Source: an optimization exercise on an open RTL-to-GDS flow (aim: small area, a short achievable clock period and few clock cycles per item). Production flows keep margins and buffers that such runs may drop. No run shown here included a check of the RTL's function; only the layout flow was run. No activity file was given, so power comes from the tool's default toggle rates.

==> flow/design.v, too long to show whole: its modules and the start of the top module <==
// module polygon_convexity_check: 155 lines
// module pcc_booth_enc: 20 lines
// module pcc_cross: 2615 lines
// module pcc_sub: 126 lines
module polygon_convexity_check #(
  parameter int COORD_WIDTH = 16
) (
  input  logic                          clk,
  input  logic                          rst,
  input  logic                          vertex_valid,
  output logic                          vertex_ready,
  input  logic signed [COORD_WIDTH-1:0] vertex_x,
  input  logic signed [COORD_WIDTH-1:0] vertex_y,
  input  logic                          last_vertex,
  output logic                          result_valid,
  input  logic                          result_ready,
  output logic                          is_convex,
  output logic                          too_few
);
  // ...
==> flow/flow/run.sh <==
#!/bin/bash
# Layout flow: the standard flow (standard.sh) unchanged except for one step in
# synthesis. Before Yosys's fine-grained synthesis runs ABC, the adder trees of the RTL
# (plain XOR / majority gates) are mapped to full- and half-adder cells, so ABC cannot
# restructure them first; extracting them afterwards leaves inverters between the adder
# cells. Everything else, including the registers, is the standard synthesis.
set -euo pipefail
HERE=$(pwd)
FL=$HERE/flow

# synthesis script: ORFS's synth.tcl with the early adder extraction inserted
python3 - "$FLOW_HOME/scripts/synth.tcl" "$HERE/synth_fa.tcl" <<'PYEOF'
import sys
src = open(sys.argv[1]).read()
anchor = """if {
  [env_var_exists_and_non_empty SYNTH_WRAPPED_OPERATORS] ||
  [env_var_exists_and_non_empty SWAP_ARITH_OPERATORS]
} {
  source $::env(SCRIPTS_DIR)/synth_wrap_operators.tcl
} else {"""
early = """# early full-adder extraction (this flow's only change to synthesis)
opt -fast -full
memory_map
opt -full
techmap -map +/techmap.v -map $::env(FLOW_HOME)/platforms/common/lcu_kogge_stone.v
opt -fast
extract_fa {*}[dont_use_extract_fa_args]
techmap -map $::env(ADDER_MAP_FILE)
opt -fast

"""
assert src.count(anchor) == 1, "synth.tcl anchor not found"
open(sys.argv[2], "w").write(src.replace(anchor, early + anchor))
PYEOF
# The standard flow's synthesis wrapper, sourcing the script above instead of synth.tcl
sed "s|\$::env(SCRIPTS_DIR)/synth.tcl|$HERE/synth_fa.tcl|" synth_recipe.tcl > synth_recipe_fa.tcl
grep -q "synth_fa.tcl" synth_recipe_fa.tcl
# standard.sh with that synthesis wrapper, for the synth target only
sed "s|SYNTH_SCRIPT=[^ ]*|SYNTH_SCRIPT=$HERE/synth_recipe_fa.tcl|" standard.sh > standard_fa.sh
grep -q "synth_recipe_fa.tcl" standard_fa.sh

bash standard_fa.sh synth > synth.log 2>&1
bash standard.sh finish > finish.log 2>&1
==> flow/standard.sh <==
#!/bin/bash
# synth_recipe.tcl (not shown) runs the flow's synth.tcl, then flattens the netlist and writes it again
# the make line also repeats each setting of config.mk as NAME=value (left out here)
make -C /OpenROAD-flow-scripts/flow DESIGN_CONFIG=/design/flow/config.mk WORK_HOME=/design/flow/orfs CLKGATE_MAP_FILE= SYNTH_SCRIPT=/design/flow/synth_recipe.tcl "${@:-finish}"
==> flow/config.mk <==
export PLATFORM = sky130hd
export DESIGN_NAME = polygon_convexity_check
export DESIGN_NICKNAME = polygon_convexity_check
export VERILOG_FILES = /design/flow/design.v
export SDC_FILE = /design/flow/constraint.sdc
export NUM_CORES = 4
export LEC_CHECK = 0
export ABC_AREA = 1
export CAP_MARGIN = 20
export CORE_MARGIN = 2
export CORE_UTILIZATION = 40
export CTS_CLUSTER_DIAMETER = 80
export CTS_CLUSTER_SIZE = 30
export PLACE_DENSITY = 0.6
export SETUP_SLACK_MARGIN = 4.4
export SLEW_MARGIN = 20
==> flow/constraint.sdc <==
create_clock -name core_clock -period 7.5 [get_ports {clk}]
set_input_delay 1.5000 -clock core_clock [delete_from_list [all_inputs] [get_ports {clk}]]
set_output_delay 1.5000 -clock core_clock [all_outputs]
set_load 0.01 [all_outputs]
==> reports/results.ini, run 1 <==
[status]
status = timing/DRC/antenna clean

[global_route]
antenna_found_initial = 1
grt_pass1_vias = 18400
grt_first_pass_wirelength_um = 108000

[synth]
synthXorXnorAreaFrac_pct = 11.6
synthMuxAreaShare_pct = 0.862
synth-main-ff-cell = dfxtp_1
synthTopCellsByCount = xor2_1 (314), inv_1 (289), fa_1 (282)
synth-compound-area-share_pct = 10.4
syn-cell-area_mm2 = 0.0256

[critical_path]
cp_common_cell = nand2_2
crit_path_max_incr_delay_ns = 0.47
path_depth = 12
r2r_slack_ns = 4.46

[layout]
n_fill_cell = 5864
design_area_mm2 = 0.0288
seq_area_share_pct = 32.2
seq_cells = 392
largest_register_ffs = 52
final_common_cell = xor2_1

[die]
rows = 92

[clock_network]
cts_hold_buf = 0
post_cts_buffers = 64
tritoncts = done

[routing]
top_layer = met5

[pwr]
p_int_w = 0.00470
p_seq_share_pct = 35.5
seq_cell_power_w = 0.00268

[timing]
tightest_slew_ns = 0.956
relSlewSlack_pct = 36.1

==> module polygon_convexity_check, before the edit <==
module polygon_convexity_check #(
  parameter int COORD_WIDTH = 16
) (
  input  logic                          clk,
  input  logic                          rst,
  input  logic                          vertex_valid,
  output logic                          vertex_ready,
  input  logic signed [COORD_WIDTH-1:0] vertex_x,
  input  logic signed [COORD_WIDTH-1:0] vertex_y,
  input  logic                          last_vertex,
  output logic                          result_valid,
  input  logic                          result_ready,
  output logic                          is_convex,
  output logic                          too_few
);
  localparam int DW     = COORD_WIDTH + 1;
  localparam int QDEPTH = 4;
  logic [COORD_WIDTH-1:0] prev_x, prev_y;      
  logic [COORD_WIDTH-1:0] first_x, first_y;    
  logic [DW-1:0]          e0_x, e0_y;          
  logic [1:0]             seen;                
  logic                   close1, close2;      
  logic                   few1, few2;          
  logic [53:0]   a_enc;         
  logic [53:0]   a_enc_next;
  logic [DW-1:0] a_src_x, a_src_y;
  logic [DW-1:0] b_x, b_y;
  logic          xv, xfirst, xend, xfew;
  logic          yv, yfirst, yend, yfew;
  logic          wv, wfirst, wend, wfew;
  logic          pos;
  logic          seen_pos, seen_neg;
  logic [QDEPTH-1:0] qv, qc, qf;
  logic [2:0] outstanding;
  logic              ready_q;
  logic          fire, pop, load, push, push_c, push_f;
  logic [DW-1:0] sub_x, sub_y, e_x, e_y;
  assign vertex_ready = ready_q;
  assign fire         = vertex_valid && ready_q && !rst;
  assign pop          = qv[0] && result_ready;
  assign sub_x = close1 ? {first_x[COORD_WIDTH-1], first_x} : {vertex_x[COORD_WIDTH-1], vertex_x};
  assign sub_y = close1 ? {first_y[COORD_WIDTH-1], first_y} : {vertex_y[COORD_WIDTH-1], vertex_y};
  pcc_sub u_sub_x (.a({prev_x[COORD_WIDTH-1], prev_x}), .b(sub_x), .d(e_x));
  pcc_sub u_sub_y (.a({prev_y[COORD_WIDTH-1], prev_y}), .b(sub_y), .d(e_y));
  assign a_src_x = (fire && seen == 2'd2) ? e0_x : b_x;
  assign a_src_y = (fire && seen == 2'd2) ? e0_y : b_y;
  pcc_booth_enc u_enc (
    .x   (a_src_x),
    .y   (a_src_y),
    .enc (a_enc_next)
  );
  assign load = (fire && seen[1]) || close1 || close2;
  always_ff @(posedge clk) begin
    if (rst) begin
      seen   <= 2'd0;
      close1 <= 1'b0;
      close2 <= 1'b0;
      few1   <= 1'b0;
      few2   <= 1'b0;
    end else begin
      if (fire) begin
        if (last_vertex)     seen <= 2'd0;
        else if (seen != 3)  seen <= seen + 2'd1;
      end
      close1 <= fire && last_vertex && seen[1];
      close2 <= close1;
      few1   <= fire && last_vertex && !seen[1];
      few2   <= few1;
    end
    if (fire) begin
      prev_x <= vertex_x;
      prev_y <= vertex_y;
    end
    if (fire && seen == 2'd0) begin
      first_x <= vertex_x;
      first_y <= vertex_y;
    end
    if (fire && seen == 2'd1) begin
      e0_x <= e_x;
      e0_y <= e_y;
    end
    a_enc <= a_enc_next;
    if (load) begin
      b_x <= close2 ? e0_x : e_x;
      b_y <= close2 ? e0_y : e_y;
    end
  end
  always_ff @(posedge clk) begin
    if (rst) begin
      xv <= 1'b0; xfew <= 1'b0;
      yv <= 1'b0; yfew <= 1'b0;
      wv <= 1'b0; wfew <= 1'b0;
    end else begin
      xv <= load;  xfew <= few2;
      yv <= xv;    yfew <= xfew;
      wv <= yv;    wfew <= yfew;
    end
    xfirst <= fire && seen == 2'd2;
    xend   <= close2;
    yfirst <= xfirst;
    yend   <= xend;
    wfirst <= yfirst;
    wend   <= yend;
  end
  pcc_cross u_cross (
    .clk (clk),
    .aenc(a_enc),
    .bx  (b_x),
    .by  (b_y),
    .pos (pos)
  );
  logic sp_next, sn_next;
  assign sp_next = (seen_pos && !wfirst) || pos;
  assign sn_next = (seen_neg && !wfirst) || !pos;
  always_ff @(posedge clk) begin
    if (wv) begin
      seen_pos <= sp_next;
      seen_neg <= sn_next;
    end
  end
  assign push   = (wv && wend) || wfew;
  assign push_c = !wfew && !(sp_next && sn_next);
  assign push_f = wfew;
  logic [QDEPTH-1:0] q_wr, q_shv, q_shc, q_shf;
  logic [2:0] outstanding_next;
  always_comb begin
    for (int i = 0; i < QDEPTH; i++) begin
      q_shv[i] = pop ? ((i + 1 < QDEPTH) ? qv[i+1] : 1'b0) : qv[i];
      q_shc[i] = pop ? ((i + 1 < QDEPTH) ? qc[i+1] : 1'b0) : qc[i];
      q_shf[i] = pop ? ((i + 1 < QDEPTH) ? qf[i+1] : 1'b0) : qf[i];
    end
    for (int i = 0; i < QDEPTH; i++) begin
      q_wr[i] = push && !q_shv[i] && ((i == 0) || q_shv[i-1]);
    end
    outstanding_next = outstanding + (fire && last_vertex) - pop;
  end
  always_ff @(posedge clk) begin
    if (rst) begin
      qv          <= '0;
      outstanding <= '0;
      ready_q     <= 1'b1;
    end else begin
      qv          <= q_shv | q_wr;
      outstanding <= outstanding_next;
      ready_q     <= outstanding_next < QDEPTH;
    end
    for (int i = 0; i < QDEPTH; i++) begin
      qc[i] <= q_wr[i] ? push_c : q_shc[i];
      qf[i] <= q_wr[i] ? push_f : q_shf[i];
    end
  end
  assign result_valid = qv[0];
  assign is_convex    = qc[0];
  assign too_few      = qf[0];
endmodule
==> run 2: changes to the inputs <==
--- a/flow/design.v
+++ b/flow/design.v
@@ -48,20 +48,20 @@
   logic              ready_q;
   logic          fire, pop, load, push, push_c, push_f;
   logic [DW-1:0] sub_x, sub_y, e_x, e_y;
   assign vertex_ready = ready_q;
   assign fire         = vertex_valid && ready_q && !rst;
   assign pop          = qv[0] && result_ready;
   assign sub_x = close1 ? {first_x[COORD_WIDTH-1], first_x} : {vertex_x[COORD_WIDTH-1], vertex_x};
   assign sub_y = close1 ? {first_y[COORD_WIDTH-1], first_y} : {vertex_y[COORD_WIDTH-1], vertex_y};
-  pcc_sub u_sub_x (.a({prev_x[COORD_WIDTH-1], prev_x}), .b(sub_x), .d(e_x));
-  pcc_sub u_sub_y (.a({prev_y[COORD_WIDTH-1], prev_y}), .b(sub_y), .d(e_y));
-  assign a_src_x = (fire && seen == 2'd2) ? e0_x : b_x;
-  assign a_src_y = (fire && seen == 2'd2) ? e0_y : b_y;
+  assign e_x   = {prev_x[COORD_WIDTH-1], prev_x} - sub_x;
+  assign e_y   = {prev_y[COORD_WIDTH-1], prev_y} - sub_y;
+  assign a_src_x = ((fire && seen == 2'd2) || close2) ? e0_x : b_x;
+  assign a_src_y = ((fire && seen == 2'd2) || close2) ? e0_y : b_y;
   pcc_booth_enc u_enc (
     .x   (a_src_x),
     .y   (a_src_y),
     .enc (a_enc_next)
   );
   assign load = (fire && seen[1]) || close1 || close2;
   always_ff @(posedge clk) begin
     if (rst) begin
@@ -88,19 +88,19 @@
       first_x <= vertex_x;
       first_y <= vertex_y;
     end
     if (fire && seen == 2'd1) begin
       e0_x <= e_x;
       e0_y <= e_y;
     end
     a_enc <= a_enc_next;
-    if (load) begin
-      b_x <= close2 ? e0_x : e_x;
-      b_y <= close2 ? e0_y : e_y;
+    if ((fire && seen[1]) || close1) begin
+      b_x <= e_x;
+      b_y <= e_y;
     end
   end
   always_ff @(posedge clk) begin
     if (rst) begin
       xv <= 1'b0; xfew <= 1'b0;
       yv <= 1'b0; yfew <= 1'b0;
       wv <= 1'b0; wfew <= 1'b0;
     end else begin
@@ -115,21 +115,24 @@
     wfirst <= yfirst;
     wend   <= yend;
   end
   pcc_cross u_cross (
     .clk (clk),
     .aenc(a_enc),
     .bx  (b_x),
     .by  (b_y),
+    .nm  (xend),
     .pos (pos)
   );
   logic sp_next, sn_next;
-  assign sp_next = (seen_pos && !wfirst) || pos;
-  assign sn_next = (seen_neg && !wfirst) || !pos;
+  logic cls;
+  assign cls     = pos ^ wend;
+  assign sp_next = (seen_pos && !wfirst) || cls;
+  assign sn_next = (seen_neg && !wfirst) || !cls;
   always_ff @(posedge clk) begin
     if (wv) begin
       seen_pos <= sp_next;
       seen_neg <= sn_next;
     end
   end
   assign push   = (wv && wend) || wfew;
   assign push_c = !wfew && !(sp_next && sn_next);
@@ -185,16 +188,17 @@
       enc[27+3*j+2] = ye[2*j+2];
     end
   end
 endmodule
 module pcc_cross (
   input  logic        clk,
   input  logic [53:0] aenc,
   input  logic [16:0] bx, by,
+  input  logic        nm,
   output logic        pos
 );
   wire p_one0;
   wire p_two0;
   wire p_neg0;
   wire p_r0_0;
   wire p_r0_1;
   wire p_r0_2;
@@ -1233,16 +1237,17 @@
   wire c643;
   wire s644;
   wire c645;
   wire s646;
   wire c647;
   wire s648;
   wire c649;
   logic rg_0_0;
+  logic rg_0_1;
   logic rg_1_0;
   logic rg_2_1;
   logic rg_2_2;
   logic rg_2_3;
   logic rg_2_4;
   logic rg_2_5;
   logic rg_2_6;
   logic rg_2_7;
@@ -2186,24 +2191,24 @@
   assign s386 = p_r6_16 ^ p_r7_14 ^ p_r8_12;
   assign c387 = (p_r6_16 & p_r7_14) | (p_r6_16 & p_r8_12) | (p_r7_14 & p_r8_12);
   assign s388 = q_r6_16 ^ q_r7_14 ^ q_r8_12;
   assign c389 = (q_r6_16 & q_r7_14) | (q_r6_16 & q_r8_12) | (q_r7_14 & q_r8_12);
   assign s390 = p_rn6 ^ p_r7_15 ^ p_r8_13;
   assign c391 = (p_rn6 & p_r7_15) | (p_rn6 & p_r8_13) | (p_r7_15 & p_r8_13);
   assign s392 = q_rn6 ^ q_r7_15;
   assign c393 = q_rn6 & q_r7_15;
-  assign s394 = 1'b1 ^ p_neg0 ^ p_r0_0;
-  assign c395 = (1'b1 & p_neg0) | (1'b1 & p_r0_0) | (p_neg0 & p_r0_0);
-  assign s396 = q_neg0 ^ q_r0_0 ^ s394;
-  assign c397 = (q_neg0 & q_r0_0) | (q_neg0 & s394) | (q_r0_0 & s394);
+  assign s394 = 1'b1 ^ nm ^ p_neg0;
+  assign c395 = (1'b1 & nm) | (1'b1 & p_neg0) | (nm & p_neg0);
+  assign s396 = p_r0_0 ^ q_neg0 ^ q_r0_0;
+  assign c397 = (p_r0_0 & q_neg0) | (p_r0_0 & q_r0_0) | (q_neg0 & q_r0_0);
   assign s398 = 1'b1 ^ p_r0_1 ^ q_r0_1;
   assign c399 = (1'b1 & p_r0_1) | (1'b1 & q_r0_1) | (p_r0_1 & q_r0_1);
-  assign s400 = c395 ^ s398 ^ c397;
-  assign c401 = (c395 & s398) | (c395 & c397) | (s398 & c397);
+  assign s400 = c395 ^ c397 ^ s398;
+  assign c401 = (c395 & c397) | (c395 & s398) | (c397 & s398);
   assign s402 = s370 ^ c363 ^ c367;
   assign c403 = (s370 & c363) | (s370 & c367) | (c363 & c367);
   assign s404 = c371 ^ s376 ^ c369;
   assign c405 = (c371 & s376) | (c371 & c369) | (s376 & c369);
   assign s406 = c373 ^ s374 ^ s378;
   assign c407 = (c373 & s374) | (c373 & s378) | (s374 & s378);
   assign s408 = c377 ^ s382 ^ c375;
   assign c409 = (c377 & s382) | (c377 & c375) | (s382 & c375);
@@ -2443,17 +2448,18 @@
   assign c643 = (rg_30_0 & rg_30_1) | (rg_30_0 & rg_30_2) | (rg_30_1 & rg_30_2);
   assign s644 = rg_31_0 ^ rg_31_1;
   assign c645 = rg_31_0 & rg_31_1;
   assign s646 = rg_32_0 ^ rg_32_1 ^ rg_32_2;
   assign c647 = (rg_32_0 & rg_32_1) | (rg_32_0 & rg_32_2) | (rg_32_1 & rg_32_2);
   assign s648 = rg_33_0 ^ rg_33_1;
   assign c649 = rg_33_0 & rg_33_1;
   always_ff @(posedge clk) begin
-    rg_0_0 <= s396;
+    rg_0_0 <= s394;
+    rg_0_1 <= s396;
     rg_1_0 <= s400;
     rg_2_1 <= p_neg1;
     rg_2_2 <= q_neg1;
     rg_2_3 <= q_r0_2;
     rg_2_4 <= q_r1_0;
     rg_2_5 <= c399;
     rg_2_6 <= s244;
     rg_2_7 <= c401;
@@ -2609,17 +2615,17 @@
     rg_31_1 <= s432;
     rg_32_0 <= c431;
     rg_32_1 <= s434;
     rg_32_2 <= c433;
     rg_33_0 <= s436;
     rg_33_1 <= c435;
   end
   assign s[0] = rg_0_0;
-  assign c[0] = 1'b0;
+  assign c[0] = rg_0_1;
   assign s[1] = rg_1_0;
   assign c[1] = 1'b0;
   assign s[2] = rg_2_7;
   assign c[2] = s586;
   assign s[3] = c587;
   assign c[3] = s588;
   assign s[4] = c589;
   assign c[4] = s590;
@@ -2683,247 +2689,137 @@
   assign c[33] = s648;
   logic b0g0, b0t0;
   assign b0g0 = (s[1] & c[1]) | ((s[1] | c[1]) & (s[0] & c[0]));
   assign b0t0 = (s[1] | c[1]) & (s[0] | c[0]);
   logic b0g1, b0t1;
   assign b0g1 = (s[3] & c[3]) | ((s[3] | c[3]) & (s[2] & c[2]));
   assign b0t1 = (s[3] | c[3]) & (s[2] | c[2]);
   logic b0g2, b0t2;
-  assign b0g2 = (s[5] & c[5]) | ((s[5] | c[5]) & (s[4] & c[4]));
-  assign b0t2 = (s[5] | c[5]) & (s[4] | c[4]);
-  logic b0g3, b0t3;
-  assign b0g3 = (s[7] & c[7]) | ((s[7] | c[7]) & (s[6] & c[6]));
-  assign b0t3 = (s[7] | c[7]) & (s[6] | c[6]);
-  logic b0g4, b0t4;
-  assign b0g4 = b0g1 | (b0t1 & b0g0);
-  assign b0t4 = b0t1 & b0t0;
-  logic b0g5, b0t5;
-  assign b0g5 = b0g3 | (b0t3 & b0g2);
-  assign b0t5 = b0t3 & b0t2;
-  logic b0g6, b0t6;
-  assign b0g6 = b0g5 | (b0t5 & b0g4);
-  assign b0t6 = b0t5 & b0t4;
+  assign b0g2 = b0g1 | (b0t1 & b0g0);
+  assign b0t2 = b0t1 & b0t0;
   logic b1g0, b1t0;
-  assign b1g0 = (s[9] & c[9]) | ((s[9] | c[9]) & (s[8] & c[8]));
-  assign b1t0 = (s[9] | c[9]) & (s[8] | c[8]);
+  assign b1g0 = (s[5] & c[5]) | ((s[5] | c[5]) & (s[4] & c[4]));
+  assign b1t0 = (s[5] | c[5]) & (s[4] | c[4]);
   logic b1g1, b1t1;
-  assign b1g1 = (s[11] & c[11]) | ((s[11] | c[11]) & (s[10] & c[10]));
-  assign b1t1 = (s[11] | c[11]) & (s[10] | c[10]);
+  assign b1g1 = (s[7] & c[7]) | ((s[7] | c[7]) & (s[6] & c[6]));
+  assign b1t1 = (s[7] | c[7]) & (s[6] | c[6]);
   logic b1g2, b1t2;
-  assign b1g2 = (s[13] & c[13]) | ((s[13] | c[13]) & (s[12] & c[12]));
-  assign b1t2 = (s[13] | c[13]) & (s[12] | c[12]);
-  logic b1g3, b1t3;
-  assign b1g3 = (s[15] & c[15]) | ((s[15] | c[15]) & (s[14] & c[14]));
-  assign b1t3 = (s[15] | c[15]) & (s[14] | c[14]);
-  logic b1g4, b1t4;
-  assign b1g4 = b1g1 | (b1t1 & b1g0);
-  assign b1t4 = b1t1 & b1t0;
-  logic b1g5, b1t5;
-  assign b1g5 = b1g3 | (b1t3 & b1g2);
-  assign b1t5 = b1t3 & b1t2;
-  logic b1g6, b1t6;
-  assign b1g6 = b1g5 | (b1t5 & b1g4);
-  assign b1t6 = b1t5 & b1t4;
+  assign b1g2 = b1g1 | (b1t1 & b1g0);
+  assign b1t2 = b1t1 & b1t0;
   logic b2g0, b2t0;
-  assign b2g0 = (s[17] & c[17]) | ((s[17] | c[17]) & (s[16] & c[16]));
-  assign b2t0 = (s[17] | c[17]) & (s[16] | c[16]);
+  assign b2g0 = (s[9] & c[9]) | ((s[9] | c[9]) & (s[8] & c[8]));
+  assign b2t0 = (s[9] | c[9]) & (s[8] | c[8]);
   logic b2g1, b2t1;
-  assign b2g1 = (s[19] & c[19]) | ((s[19] | c[19]) & (s[18] & c[18]));
-  assign b2t1 = (s[19] | c[19]) & (s[18] | c[18]);
+  assign b2g1 = (s[11] & c[11]) | ((s[11] | c[11]) & (s[10] & c[10]));
+  assign b2t1 = (s[11] | c[11]) & (s[10] | c[10]);
   logic b2g2, b2t2;
-  assign b2g2 = (s[21] & c[21]) | ((s[21] | c[21]) & (s[20] & c[20]));
-  assign b2t2 = (s[21] | c[21]) & (s[20] | c[20]);
-  logic b2g3, b2t3;
-  assign b2g3 = (s[23] & c[23]) | ((s[23] | c[23]) & (s[22] & c[22]));
-  assign b2t3 = (s[23] | c[23]) & (s[22] | c[22]);
-  logic b2g4, b2t4;
-  assign b2g4 = b2g1 | (b2t1 & b2g0);
-  assign b2t4 = b2t1 & b2t0;
-  logic b2g5, b2t5;
-  assign b2g5 = b2g3 | (b2t3 & b2g2);
-  assign b2t5 = b2t3 & b2t2;
-  logic b2g6, b2t6;
-  assign b2g6 = b2g5 | (b2t5 & b2g4);
-  assign b2t6 = b2t5 & b2t4;
+  assign b2g2 = b2g1 | (b2t1 & b2g0);
+  assign b2t2 = b2t1 & b2t0;
   logic b3g0, b3t0;
-  assign b3g0 = (s[25] & c[25]) | ((s[25] | c[25]) & (s[24] & c[24]));
-  assign b3t0 = (s[25] | c[25]) & (s[24] | c[24]);
+  assign b3g0 = (s[13] & c[13]) | ((s[13] | c[13]) & (s[12] & c[12]));
+  assign b3t0 = (s[13] | c[13]) & (s[12] | c[12]);
   logic b3g1, b3t1;
-  assign b3g1 = (s[27] & c[27]) | ((s[27] | c[27]) & (s[26] & c[26]));
-  assign b3t1 = (s[27] | c[27]) & (s[26] | c[26]);
+  assign b3g1 = (s[15] & c[15]) | ((s[15] | c[15]) & (s[14] & c[14]));
+  assign b3t1 = (s[15] | c[15]) & (s[14] | c[14]);
   logic b3g2, b3t2;
-  assign b3g2 = (s[29] & c[29]) | ((s[29] | c[29]) & (s[28] & c[28]));
-  assign b3t2 = (s[29] | c[29]) & (s[28] | c[28]);
-  logic b3g3, b3t3;
-  assign b3g3 = (s[31] & c[31]) | ((s[31] | c[31]) & (s[30] & c[30]));
-  assign b3t3 = (s[31] | c[31]) & (s[30] | c[30]);
-  logic b3g4, b3t4;
-  assign b3g4 = b3g1 | (b3t1 & b3g0);
-  assign b3t4 = b3t1 & b3t0;
-  logic b3g5, b3t5;
-  assign b3g5 = b3g3 | (b3t3 & b3g2);
-  assign b3t5 = b3t3 & b3t2;
-  logic b3g6, b3t6;
-  assign b3g6 = b3g5 | (b3t5 & b3g4);
-  assign b3t6 = b3t5 & b3t4;
+  assign b3g2 = b3g1 | (b3t1 & b3g0);
+  assign b3t2 = b3t1 & b3t0;
+  logic b4g0, b4t0;
+  assign b4g0 = (s[17] & c[17]) | ((s[17] | c[17]) & (s[16] & c[16]));
+  assign b4t0 = (s[17] | c[17]) & (s[16] | c[16]);
+  logic b4g1, b4t1;
+  assign b4g1 = (s[19] & c[19]) | ((s[19] | c[19]) & (s[18] & c[18]));
+  assign b4t1 = (s[19] | c[19]) & (s[18] | c[18]);
+  logic b4g2, b4t2;
+  assign b4g2 = b4g1 | (b4t1 & b4g0);
+  assign b4t2 = b4t1 & b4t0;
+  logic b5g0, b5t0;
+  assign b5g0 = (s[21] & c[21]) | ((s[21] | c[21]) & (s[20] & c[20]));
+  assign b5t0 = (s[21] | c[21]) & (s[20] | c[20]);
+  logic b5g1, b5t1;
+  assign b5g1 = (s[23] & c[23]) | ((s[23] | c[23]) & (s[22] & c[22]));
+  assign b5t1 = (s[23] | c[23]) & (s[22] | c[22]);
+  logic b5g2, b5t2;
+  assign b5g2 = b5g1 | (b5t1 & b5g0);
+  assign b5t2 = b5t1 & b5t0;
+  logic b6g0, b6t0;
+  assign b6g0 = (s[25] & c[25]) | ((s[25] | c[25]) & (s[24] & c[24]));
+  assign b6t0 = (s[25] | c[25]) & (s[24] | c[24]);
+  logic b6g1, b6t1;
+  assign b6g1 = (s[27] & c[27]) | ((s[27] | c[27]) & (s[26] & c[26]));
+  assign b6t1 = (s[27] | c[27]) & (s[26] | c[26]);
+  logic b6g2, b6t2;
+  assign b6g2 = b6g1 | (b6t1 & b6g0);
+  assign b6t2 = b6t1 & b6t0;
+  logic b7g0, b7t0;
+  assign b7g0 = (s[29] & c[29]) | ((s[29] | c[29]) & (s[28] & c[28]));
+  assign b7t0 = (s[29] | c[29]) & (s[28] | c[28]);
+  logic b7g1, b7t1;
+  assign b7g1 = (s[31] & c[31]) | ((s[31] | c[31]) & (s[30] & c[30]));
+  assign b7t1 = (s[31] | c[31]) & (s[30] | c[30]);
+  logic b7g2, b7t2;
+  assign b7g2 = b7g1 | (b7t1 & b7g0);
+  assign b7t2 = b7t1 & b7t0;
   logic rg1_g0;
   logic rg1_g1;
   logic rg1_t1;
   logic rg1_g2;
   logic rg1_t2;
   logic rg1_g3;
   logic rg1_t3;
   logic rg1_g4;
   logic rg1_t4;
+  logic rg1_g5;
+  logic rg1_t5;
+  logic rg1_g6;
+  logic rg1_t6;
+  logic rg1_g7;
+  logic rg1_t7;
+  logic rg1_g8;
+  logic rg1_t8;
   logic rg1_x33;
   always_ff @(posedge clk) begin
-    rg1_g0 <= b0g6;
-    rg1_g1 <= b1g6;
-    rg1_t1 <= b1t6;
-    rg1_g2 <= b2g6;
-    rg1_t2 <= b2t6;
-    rg1_g3 <= b3g6;
-    rg1_t3 <= b3t6;
-    rg1_g4 <= (s[32] & c[32]);
-    rg1_t4 <= (s[32] | c[32]);
+    rg1_g0 <= b0g2;
+    rg1_g1 <= b1g2;
+    rg1_t1 <= b1t2;
+    rg1_g2 <= b2g2;
+    rg1_t2 <= b2t2;
+    rg1_g3 <= b3g2;
+    rg1_t3 <= b3t2;
+    rg1_g4 <= b4g2;
+    rg1_t4 <= b4t2;
+    rg1_g5 <= b5g2;
+    rg1_t5 <= b5t2;
+    rg1_g6 <= b6g2;
+    rg1_t6 <= b6t2;
+    rg1_g7 <= b7g2;
+    rg1_t7 <= b7t2;
+    rg1_g8 <= (s[32] & c[32]);
+    rg1_t8 <= (s[32] | c[32]);
     rg1_x33 <= s[33] ^ c[33];
   end
   logic kg0, kt0;
   assign kg0 = rg1_g1 | (rg1_t1 & rg1_g0);
   assign kt0 = rg1_t1 & 1'b0;
   logic kg1, kt1;
   assign kg1 = rg1_g3 | (rg1_t3 & rg1_g2);
   assign kt1 = rg1_t3 & rg1_t2;
   logic kg2, kt2;
-  assign kg2 = kg1 | (kt1 & kg0);
-  assign kt2 = kt1 & kt0;
+  assign kg2 = rg1_g5 | (rg1_t5 & rg1_g4);
+  assign kt2 = rg1_t5 & rg1_t4;
   logic kg3, kt3;
-  assign kg3 = rg1_g4 | (rg1_t4 & kg2);
-  assign kt3 = rg1_t4 & kt2;
-  assign pos = !(rg1_x33 ^ kg3);
-endmodule
-module pcc_sub (
-  input  logic [16:0] a, b,
-  output logic [16:0] d
-);
-  logic [16:0] g, p;
-  assign g = a & ~b;
-  assign p = a ^ ~b;
-  logic G1, P1;
-  logic G2, P2;
-  logic G3, P3;
-  logic G4, P4;
-  logic G5, P5;
-  logic G6, P6;
-  logic G7, P7;
-  logic G8, P8;
-  logic G9, P9;
-  logic G10, P10;
-  logic G11, P11;
-  logic G12, P12;
-  logic G13, P13;
-  logic G14, P14;
-  logic G15, P15;
-  logic G16, P16;
-  logic G17, P17;
-  logic G18, P18;
-  logic G19, P19;
-  logic G20, P20;
-  logic G21, P21;
-  logic G22, P22;
-  logic G23, P23;
-  logic G24, P24;
-  logic G25, P25;
-  logic G26, P26;
-  logic G27, P27;
-  logic G28, P28;
-  logic G29, P29;
-  logic G30, P30;
-  logic G31, P31;
-  logic G32, P32;
-  logic G33, P33;
-  assign G1 = g[0] | (p[0] & 1'b1);
-  assign P1 = p[0] & 1'b0;
-  assign G2 = g[2] | (p[2] & g[1]);
-  assign P2 = p[2] & p[1];
-  assign G3 = g[4] | (p[4] & g[3]);
-  assign P3 = p[4] & p[3];
-  assign G4 = g[6] | (p[6] & g[5]);
-  assign P4 = p[6] & p[5];
-  assign G5 = g[8] | (p[8] & g[7]);
-  assign P5 = p[8] & p[7];
-  assign G6 = g[10] | (p[10] & g[9]);
-  assign P6 = p[10] & p[9];
-  assign G7 = g[12] | (p[12] & g[11]);
-  assign P7 = p[12] & p[11];
-  assign G8 = g[14] | (p[14] & g[13]);
-  assign P8 = p[14] & p[13];
-  assign G9 = g[1] | (p[1] & G1);
-  assign P9 = p[1] & P1;
-  assign G10 = G2 | (P2 & G1);
-  assign P10 = P2 & P1;
-  assign G11 = g[5] | (p[5] & G3);
-  assign P11 = p[5] & P3;
-  assign G12 = G4 | (P4 & G3);
-  assign P12 = P4 & P3;
-  assign G13 = g[9] | (p[9] & G5);
-  assign P13 = p[9] & P5;
-  assign G14 = G6 | (P6 & G5);
-  assign P14 = P6 & P5;
-  assign G15 = g[13] | (p[13] & G7);
-  assign P15 = p[13] & P7;
-  assign G16 = G8 | (P8 & G7);
-  assign P16 = P8 & P7;
-  assign G17 = g[3] | (p[3] & G10);
-  assign P17 = p[3] & P10;
-  assign G18 = G3 | (P3 & G10);
-  assign P18 = P3 & P10;
-  assign G19 = G11 | (P11 & G10);
-  assign P19 = P11 & P10;
-  assign G20 = G12 | (P12 & G10);
-  assign P20 = P12 & P10;
-  assign G21 = g[11] | (p[11] & G14);
-  assign P21 = p[11] & P14;
-  assign G22 = G7 | (P7 & G14);
-  assign P22 = P7 & P14;
-  assign G23 = G15 | (P15 & G14);
-  assign P23 = P15 & P14;
-  assign G24 = G16 | (P16 & G14);
-  assign P24 = P16 & P14;
-  assign G25 = g[7] | (p[7] & G20);
-  assign P25 = p[7] & P20;
-  assign G26 = G5 | (P5 & G20);
-  assign P26 = P5 & P20;
-  assign G27 = G13 | (P13 & G20);
-  assign P27 = P13 & P20;
-  assign G28 = G14 | (P14 & G20);
-  assign P28 = P14 & P20;
-  assign G29 = G21 | (P21 & G20);
-  assign P29 = P21 & P20;
-  assign G30 = G22 | (P22 & G20);
-  assign P30 = P22 & P20;
-  assign G31 = G23 | (P23 & G20);
-  assign P31 = P23 & P20;
-  assign G32 = G24 | (P24 & G20);
-  assign P32 = P24 & P20;
-  assign G33 = g[15] | (p[15] & G32);
-  assign P33 = p[15] & P32;
-  logic [16:0] c;
-  assign c[0] = 1'b1;
-  assign c[1] = G1;
-  assign c[2] = G9;
-  assign c[3] = G10;
-  assign c[4] = G17;
-  assign c[5] = G18;
-  assign c[6] = G19;
-  assign c[7] = G20;
-  assign c[8] = G25;
-  assign c[9] = G26;
-  assign c[10] = G27;
-  assign c[11] = G28;
-  assign c[12] = G29;
-  assign c[13] = G30;
-  assign c[14] = G31;
-  assign c[15] = G32;
-  assign c[16] = G33;
-  assign d = p ^ c;
+  assign kg3 = rg1_g7 | (rg1_t7 & rg1_g6);
+  assign kt3 = rg1_t7 & rg1_t6;
+  logic kg4, kt4;
+  assign kg4 = kg1 | (kt1 & kg0);
+  assign kt4 = kt1 & kt0;
+  logic kg5, kt5;
+  assign kg5 = kg3 | (kt3 & kg2);
+  assign kt5 = kt3 & kt2;
+  logic kg6, kt6;
+  assign kg6 = kg5 | (kt5 & kg4);
+  assign kt6 = kt5 & kt4;
+  logic kg7, kt7;
+  assign kg7 = rg1_g8 | (rg1_t8 & kg6);
+  assign kt7 = rg1_t8 & kt6;
+  assign pos = !(rg1_x33 ^ kg7);
 endmodule
--- a/flow/flow/run.sh
+++ b/flow/flow/run.sh
@@ -1,14 +1,16 @@
 #!/bin/bash
 # Layout flow: the standard flow (standard.sh) unchanged except for one step in
 # synthesis. Before Yosys's fine-grained synthesis runs ABC, the adder trees of the RTL
 # (plain XOR / majority gates) are mapped to full- and half-adder cells, so ABC cannot
 # restructure them first; extracting them afterwards leaves inverters between the adder
 # cells. Everything else, including the registers, is the standard synthesis.
+# Placement buffers every input and output port as the standard flow does, but with a
+# plain buffer cell (buf_2) instead of the delay cell buffer_ports picks by default.
 set -euo pipefail
 HERE=$(pwd)
 FL=$HERE/flow
 
 # synthesis script: ORFS's synth.tcl with the early adder extraction inserted
 python3 - "$FLOW_HOME/scripts/synth.tcl" "$HERE/synth_fa.tcl" <<'PYEOF'
 import sys
 src = open(sys.argv[1]).read()
@@ -35,9 +37,10 @@
 # The standard flow's synthesis wrapper, sourcing the script above instead of synth.tcl
 sed "s|\$::env(SCRIPTS_DIR)/synth.tcl|$HERE/synth_fa.tcl|" synth_recipe.tcl > synth_recipe_fa.tcl
 grep -q "synth_fa.tcl" synth_recipe_fa.tcl
 # standard.sh with that synthesis wrapper, for the synth target only
 sed "s|SYNTH_SCRIPT=[^ ]*|SYNTH_SCRIPT=$HERE/synth_recipe_fa.tcl|" standard.sh > standard_fa.sh
 grep -q "synth_recipe_fa.tcl" standard_fa.sh
 
 bash standard_fa.sh synth > synth.log 2>&1
+export BUFFER_PORTS_ARGS="-buffer_cell sky130_fd_sc_hd__buf_2"
 bash standard.sh finish > finish.log 2>&1
--- a/flow/config.mk
+++ b/flow/config.mk
@@ -7,10 +7,10 @@
 export LEC_CHECK = 0
 export ABC_AREA = 1
 export CAP_MARGIN = 20
 export CORE_MARGIN = 2
 export CORE_UTILIZATION = 40
 export CTS_CLUSTER_DIAMETER = 80
 export CTS_CLUSTER_SIZE = 30
 export PLACE_DENSITY = 0.6
-export SETUP_SLACK_MARGIN = 4.4
+export SETUP_SLACK_MARGIN = 4.6
 export SLEW_MARGIN = 20
==> reports/results.ini, run 2 <==
[status]
status = timing/DRC/antenna clean  ; unchanged

[die]
io_pins = 41  ; unchanged
fp.coreArea_mm2 = 0.0630  ; was 0.0631 mm2
rows = 92  ; unchanged
initial_core_util_pct = 40.4  ; was 40.5%
die_w_um = 256  ; was 257 um
die_y_um = 256  ; was 257 um
dieArea_mm2 = 0.0656  ; was 0.0659 mm2

[routing]
vias = 17800  ; was 17.7k
finalWirelength_um = 73400  ; was 69600 um
drt_first_pass_iters = 7  ; was 6
via_per_inst = 5.42  ; was 5.27
drc = 0  ; unchanged
antenna_left = 0  ; unchanged
drt-initial-drc-count = 1863  ; was 1700
wl_per_cell_um = 22.3  ; was 20.7 um

[synth]
yosys.cell_count.top_type = xor2_1  ; unchanged
synth-main-ff-cell = dfxtp_1  ; unchanged
synth.ff_latch_count = 403  ; was 392
synthTopCellsByCount = xor2_1 (341), fa_1 (278), inv_1 (267)  ; was xor2_1 (314), inv_1 (289), fa_1 (282)
synth_edf_count = 142  ; unchanged
yosys_warnings = 4  ; unchanged
yosysSeqAreaShare_pct = 37.3  ; was 36.3%
yosys.area.top_type = fa_1  ; unchanged
synthCells = 2347  ; was 2420
synth_area_leaders = fa_1 (22%), dfxtp_1 (21%), edfxtp_1 (17%)  ; was fa_1 (22%), dfxtp_1 (20%), edfxtp_1 (17%)
syn_area_per_cell_um2 = 10.8  ; was 10.6 um2
yosysUniqueCellTypes = 40  ; was 43
synthArstFlopShare_pct = 0  ; unchanged
synth_nets = 2762  ; was 2838
syn-cell-area_mm2 = 0.0254  ; was 0.0256 mm2
synth_top_area_share_pct = 21.9  ; was 22.1%

[clock_network]
clkTransAtPathRegs_ns = 0.11  ; about the same
cts_buffer_depth = 3  ; unchanged
clock-sinks = 403  ; was 392
root_buffer = clkbuf_16  ; unchanged
insertion_delay_ns = 0.62  ; was 0.61 ns
tritoncts = done  ; unchanged
cts_buffers = 24  ; was 22
cts.htree.levels = 1  ; unchanged

[critical_path]
crit_path_max_incr_delay_ns = 0.51  ; was 0.47 ns
cp-end-kind = flop  ; unchanged
cp.required_ns = 7.97  ; was 7.87 ns
cp_slowest_cell = fa_1  ; unchanged
crit_buf_inv = 2  ; was 1
path_cells = buf_4, o21ai_0, xor2_1, fa_1, inv_1, fa_1, fa_1  ; was dlygate4sd2_1, mux2i_1, ha_1, nand2_4, nor2_1, a21oi_2, nand2_2, nand2_2, nand2_2, fa_1, nand2_1, nand2_1
start_kind = flop  ; was input port
cp_common_cell = fa_1  ; was nand2_2
crit_type = reg -> reg  ; was in -> reg
cp_max_fo = 7  ; was 4
worstPathArrival_ns = 3.39  ; was 3.50 ns
path_delay_family = adder cells  ; unchanged

[place]
dpl_worst_slack_ns = 3.49  ; was 2.99 ns
io_buffers = 40  ; unchanged
placedCellCount = 3131  ; was 3202
gp_congestion = 0.940  ; was 0.952
dp_hpwl_um = 51300  ; was 49900 um

[timing]
clock_skew_ns = 0.0419  ; was 0.0566 ns
setup_slack_ns = 4.58  ; was 4.37 ns
tns_ns = 0  ; unchanged
report.final.hold_viol_count = 0  ; unchanged
post-route-min-period_ns = 2.92  ; was 3.13 ns
period_share_pct = 38.9  ; was 41.7%
tightest_slew_ns = 0.912  ; was 0.956 ns
relSlewSlack_pct = 39.1  ; was 36.1%
finalMaxSlewViolations = 0  ; unchanged
fmax_mhz = 342  ; was 320 MHz
setup_viol = 0  ; unchanged
rsz0062_at_grt = true  ; unchanged

[run]
max_cap_viol_count = 0  ; unchanged

[layout]
final_cell_mix = xor2_1 (340), fa_1 (275), o22ai_1 (262), dfxtp_1 (245), inv_1 (241)  ; was xor2_1 (314), fa_1 (279), inv_1 (260), o22ai_1 (259), dfxtp_1 (246)
n_antenna_cell = 0  ; unchanged
largest_register_ffs = 52  ; unchanged
syn2layout_area_growth_pct = 13.3  ; was 12.6%
final_nets = 2837  ; was 2914
final_common_cell = xor2_1  ; unchanged
drive_above_1_share_pct = 14.8  ; was 14.7%
fin_cells = 3285  ; was 3358
largest-register = a_enc  ; unchanged
post-route-util_pct = 45.8  ; was 45.6%

[global_route]
grt_pass1_vias = 18500  ; was 18.4k
grt_usage_pct = 22.0  ; was 21.0%
gr-total-overflow = 0  ; unchanged
antenna_found_initial = 1  ; unchanged
grt_first_pass_wirelength_um = 110000  ; was 108000 um
grt_max_degree = 36  ; was 62

[pwr]
leakage_nw = 12.0  ; was 12.1 nW
cellPowerDensity_mw_per_mm2 = 261  ; was 263 mW/mm2
ir_drop_uv = 209  ; was 243 uV

[hold_path]
hold_class = reg -> reg  ; unchanged

[run 2: cell types whose count changed in the layout (fill, tap and decap cells not counted), sizes merged, moves of 11 or more]
cell	previous run	this run
nand2	254	202
and2	14	0
a211oi	14	1
xor2	314	341
nand3	40	23
inv	284	273
clkbuf	36	25
clkdlybuf4s50	11	0
buf	133	156
o21ai	87	74
nor2	86	74
a21oi	35	64
dfxtp	250	261
[run 2: where the power goes]
group / internal [W] / switching, W
clock: 0.000722 / 0.000886
combinational: 0.00138 / 0.00175
sequential: 0.00262 / 0.000168
[run 2: per-stage QoR]
step | instance area, um2 | total power, W | hold WS [ns]
floorplan | 25600 | 0.00508 | 0.310
global placement | 26500 | 0.00590 | 0.312
detailed placement | 26500 | 0.00600 | 0.320
CTS | 28300 | 0.00767 | 0.328
global route | 28800 | 0.00820 | 0.335
finish | 28800 | 0.00753 | 0.323
[run 2: final timing paths]
path / slack [ns] / from / cells after the start / to
worst max-delay path: 4.58 / b_x[16]$_DFFE_PP_ / 7 / u_cross.rg_19_3$_DFF_P_
worst min-delay path: 0.32 / xfirst$_DFF_P_ / 0 / yfirst$_DFF_P_
worst max register to register: 4.58 / b_x[16]$_DFFE_PP_ / 7 / u_cross.rg_19_3$_DFF_P_
worst min register to register: 0.32 / xfirst$_DFF_P_ / 0 / yfirst$_DFF_P_
[run 2: logic make-up after synthesis]
group           after synthesis  share of synthesized area, %
mux                          29                          1.14
xor+xnor                    362                          12.5
simple gates                328                          5.32
flops                       403                          37.3
buf+inv                     425                          6.41
compound gates              422                          10.5
fa+ha+maj                   378                          26.8
[run 2: layer usage]
metal,vias to the layer above,wire length [um],global-route usage [%],part of all wire [%]
li1,7856,-,-,-
met1,8854,29800,28.5,41
met2,889,34200,36.2,47
met3,214,5970,4.44,8.1
met4,2,3420,8.45,4.7
met5,-,13,0,0.018
[run 2: timing repair]
item                                   4_1_cts  5_1_grt
hold buffers                                 0        0
buffers inserted                            63       42
setup endpoints to repair                  212       58
cloned                                       3        2
endpoints found under the hold margin        0        0
gates resized for setup                     89       34
[run 2: layout make-up]
cell class                 count  area [um2]
multi-input combinational   1522       14600
clock inverter                18         307
tap                          846        1060
clock buffer                  25         626
timing repair buffer         156        1310
fill                        5767       34100
timing repair inverter         2        10.0
sequential                   403        9520
inverter                     313        1410
==> run 3: changes to the inputs <==
--- a/flow/config.mk
+++ b/flow/config.mk
@@ -14,3 +14,3 @@
 export PLACE_DENSITY = 0.6
-export SETUP_SLACK_MARGIN = 4.6
+export SETUP_SLACK_MARGIN = 4.7
 export SLEW_MARGIN = 20
==> reports/results.ini, run 3 <==
[pwr]
leakage_nw = 12.4  ; was 12.0 nW
ir_drop_uv = 193  ; was 209 uV
total_power_w = 0.00741  ; was 0.00753 W
cellPowerDensity_mw_per_mm2 = 248  ; was 261 mW/mm2

[layout]
final_cell_mix = xor2_1 (330), fa_1 (275), o22ai_1 (246), inv_1 (236), dfxtp_1 (229)  ; was xor2_1 (340), fa_1 (275), o22ai_1 (262), dfxtp_1 (245), inv_1 (241)
n_antenna_cell = 0  ; unchanged
design_area_mm2 = 0.0299  ; was 0.0288 mm2
largest-register = a_enc  ; unchanged
final_common_cell = xor2_1  ; unchanged
syn2layout_area_growth_pct = 17.4  ; was 13.3%
fin_cells = 3376  ; was 3285
drive_above_1_share_pct = 20.3  ; was 14.8%
final_nets = 2929  ; was 2837
n_fill_cell = 5735  ; was 5767
largest_register_ffs = 52  ; unchanged

[clock_network]
root_buffer = clkbuf_16  ; unchanged
cts.htree.levels = 1  ; unchanged
cts_buffers = 22  ; was 24
cts_hold_buf = 0  ; unchanged
insertion_delay_ns = 0.62  ; about the same
clkTransAtPathRegs_ns = 0.11  ; about the same
cts_buffer_depth = 3  ; unchanged
clock-sinks = 403  ; unchanged
tritoncts = done  ; unchanged

[global_route]
grt_usage_pct = 22.6  ; was 22.0%
grt_pass1_vias = 19000  ; was 18.5k
grt_first_pass_wirelength_um = 113000  ; was 110000 um
grt_max_degree = 36  ; unchanged
antenna_found_initial = 0  ; was 1
gr-total-overflow = 0  ; unchanged

[status]
status = timing/DRC/antenna clean  ; unchanged

[timing]
setup_viol = 0  ; unchanged
fmax_mhz = 351  ; was 342 MHz
report.final.hold_viol_count = 0  ; unchanged
clock_skew_ns = 0.0233  ; was 0.0419 ns
tightest_slew_ns = 0.934  ; was 0.912 ns
relSlewSlack_pct = 37.6  ; was 39.1%
tns_ns = 0  ; unchanged
rsz0062_at_grt = true  ; unchanged
finalMaxSlewViolations = 0  ; unchanged
post-route-min-period_ns = 2.85  ; was 2.92 ns
whs_ns = 0.330  ; was 0.323 ns
period_share_pct = 37.9  ; was 38.9%

[synth]
synthArstFlopShare_pct = 0  ; unchanged
synth-main-ff-cell = dfxtp_1  ; unchanged
synth_edf_count = 142  ; unchanged
synth_top_area_share_pct = 21.9  ; unchanged
yosysSeqAreaShare_pct = 37.3  ; unchanged
synth_nets = 2762  ; unchanged
yosys.cell_count.top_type = xor2_1  ; unchanged
synth.ff_latch_count = 403  ; unchanged
synth_area_leaders = fa_1 (22%), dfxtp_1 (21%), edfxtp_1 (17%)  ; unchanged
synthTopCellsByCount = xor2_1 (341), fa_1 (278), inv_1 (267)  ; unchanged
syn-cell-area_mm2 = 0.0254  ; unchanged
synthCells = 2347  ; unchanged
yosys.area.top_type = fa_1  ; unchanged
yosys_warnings = 4  ; unchanged
yosysUniqueCellTypes = 40  ; unchanged
syn_area_per_cell_um2 = 10.8  ; unchanged

[routing]
wl_per_cell_um = 23.0  ; was 22.3 um
via_per_inst = 5.45  ; was 5.42
antenna_left = 0  ; unchanged
vias = 18400  ; was 17.8k
drt_first_pass_iters = 8  ; was 7
drc = 0  ; unchanged
finalWirelength_um = 77500  ; was 73400 um
drt-initial-drc-count = 1713  ; was 1863

[die]
die_w_um = 256  ; unchanged
rows = 92  ; unchanged
fp.coreArea_mm2 = 0.0630  ; unchanged
initial_core_util_pct = 40.4  ; unchanged
io_pins = 41  ; unchanged
die_y_um = 256  ; unchanged
dieArea_mm2 = 0.0656  ; unchanged

[run]
max_cap_viol_count = 0  ; unchanged

[critical_path]
cp_common_cell = fa_1  ; unchanged
cp_slowest_cell = fa_1  ; unchanged
crit_type = reg -> reg  ; unchanged
path_cells = buf_12, clkinv_2, o22ai_1, xor2_1, fa_1, fa_1, fa_1  ; was buf_4, o21ai_0, xor2_1, fa_1, inv_1, fa_1, fa_1
worstPathArrival_ns = 3.33  ; was 3.39 ns
start_kind = flop  ; unchanged
crit_path_max_incr_delay_ns = 0.54  ; was 0.51 ns
cp_max_fo = 8  ; was 7
cp-end-kind = flop  ; unchanged
cp.required_ns = 7.98  ; was 7.97 ns

[place]
io_buffers = 40  ; unchanged
placedCellCount = 3134  ; was 3131
dp_hpwl_um = 51700  ; was 51300 um
place_area_mm2 = 0.0265  ; about the same
gp_congestion = 0.959  ; was 0.940

[hold_path]
hold_class = reg -> reg  ; unchanged

==> run 3: cell type report <==
type / instances / area, um2 / area share (%)
Timing Repair inverter: 12 / 68.8 / 0.231
Sequential cell: 403 / 9560 / 32.0
Multi-Input combinational cell: 1525 / 14900 / 49.9
Inverter: 313 / 1460 / 4.89
Timing Repair Buffer: 237 / 2030 / 6.81
Tap cell: 846 / 1060 / 3.55
Clock inverter: 18 / 233 / 0.780
Clock buffer: 22 / 551 / 1.84
==> run 3: path summary, 6_finish.rpt <==
kind / start / to / slack [ns] / cells after the start
max: b_y[11]$_DFFE_PP_ / u_cross.rg_17_3$_DFF_P_ / 4.65 / 7
min: yfirst$_DFF_P_ / wfirst$_DFF_P_ / 0.33 / 0
max reg2reg: b_y[11]$_DFFE_PP_ / u_cross.rg_17_3$_DFF_P_ / 4.65 / 7
min reg2reg: yfirst$_DFF_P_ / wfirst$_DFF_P_ / 0.33 / 0
==> run 3: per-layer routing <==
metal	routed length, um	GRT usage, %	vias up
met3	6360	3.36	257
li1	-	-	8040
met4	4210	11.5	0
met5	0	0	-
met2	36200	36.6	966
met1	30700	29.5	9138
==> run 3: timing repair <==
action                                 in CTS  in global routing
setup buffers                             100                 83
resized for setup                         121                103
pin swaps                                   3                 41
endpoints found under the hold margin       0                  0
gates cloned                                3                 15
setup endpoints to repair                 219                 88
==> run 3: kinds of logic after synthesis <==
family          after synthesis  share of synthesized area (%)
compound gates              422                           10.5
buf+inv                     425                           6.41
fa+ha+maj                   378                           26.8
simple gates                328                           5.32
mux                          29                           1.14
flops                       403                           37.3
xor+xnor                    362                           12.5
==> run 3: worst max-delay path: cells and delay by family (launching register included) <==
family          cells  cell delay (ns)
fa+ha+maj           3             1.43
buf+inv             2             0.40
flops               1             0.39
compound gates      1             0.28
xor+xnor            1             0.22
==> run 3: per-stage QoR <==
step,setup WS (ns),util [%]
after floorplan,4.39,-
after global placement,3.52,42.1
after global routing,4.64,47.4
final,4.65,47.4
after detailed placement,3.38,42.1
after CTS,4.70,45.4
==> run 3: power by group <==
group | switching [W] | internal [W] | leakage [nW]
registers | 0.000171 | 0.00262 | 3.50
clock network | 0.000841 | 0.000600 | 0.382
logic | 0.00178 | 0.00139 | 8.53
total | 0.00279 | 0.00462 | 12.4

separate check: timing with driven ports:
Ports are ideal in the flow. The routed layouts listed here were re-timed in OpenROAD. Step 1, drivers: a clkbuf_16 drives clk and a buf_2 each remaining input, both assumed. Step 2 also shifts input and output timing later by t, the mid clock arrival at the registers, as if the neighbouring blocks saw the same clock. Three values: ideal ports, drivers, drivers and shift; two values: the first two.
run	t (ns)	slack for setup (ns)	hold slack, ns
run 1	0.640	4.373 / 4.413 / 3.773	0.344 / 0.344 / 0.344
run 2	0.657	4.580 / 4.580 / 4.047	0.323 / 0.323 / 0.323
run 3	0.667	4.654 / 4.654 / 4.077	0.330 / 0.330 / 0.330
After both steps every run listed still meets setup and hold. The setup slack of run 1, which loses most, moves by +0.040 ns with the drivers and by -0.600 ns with both steps.
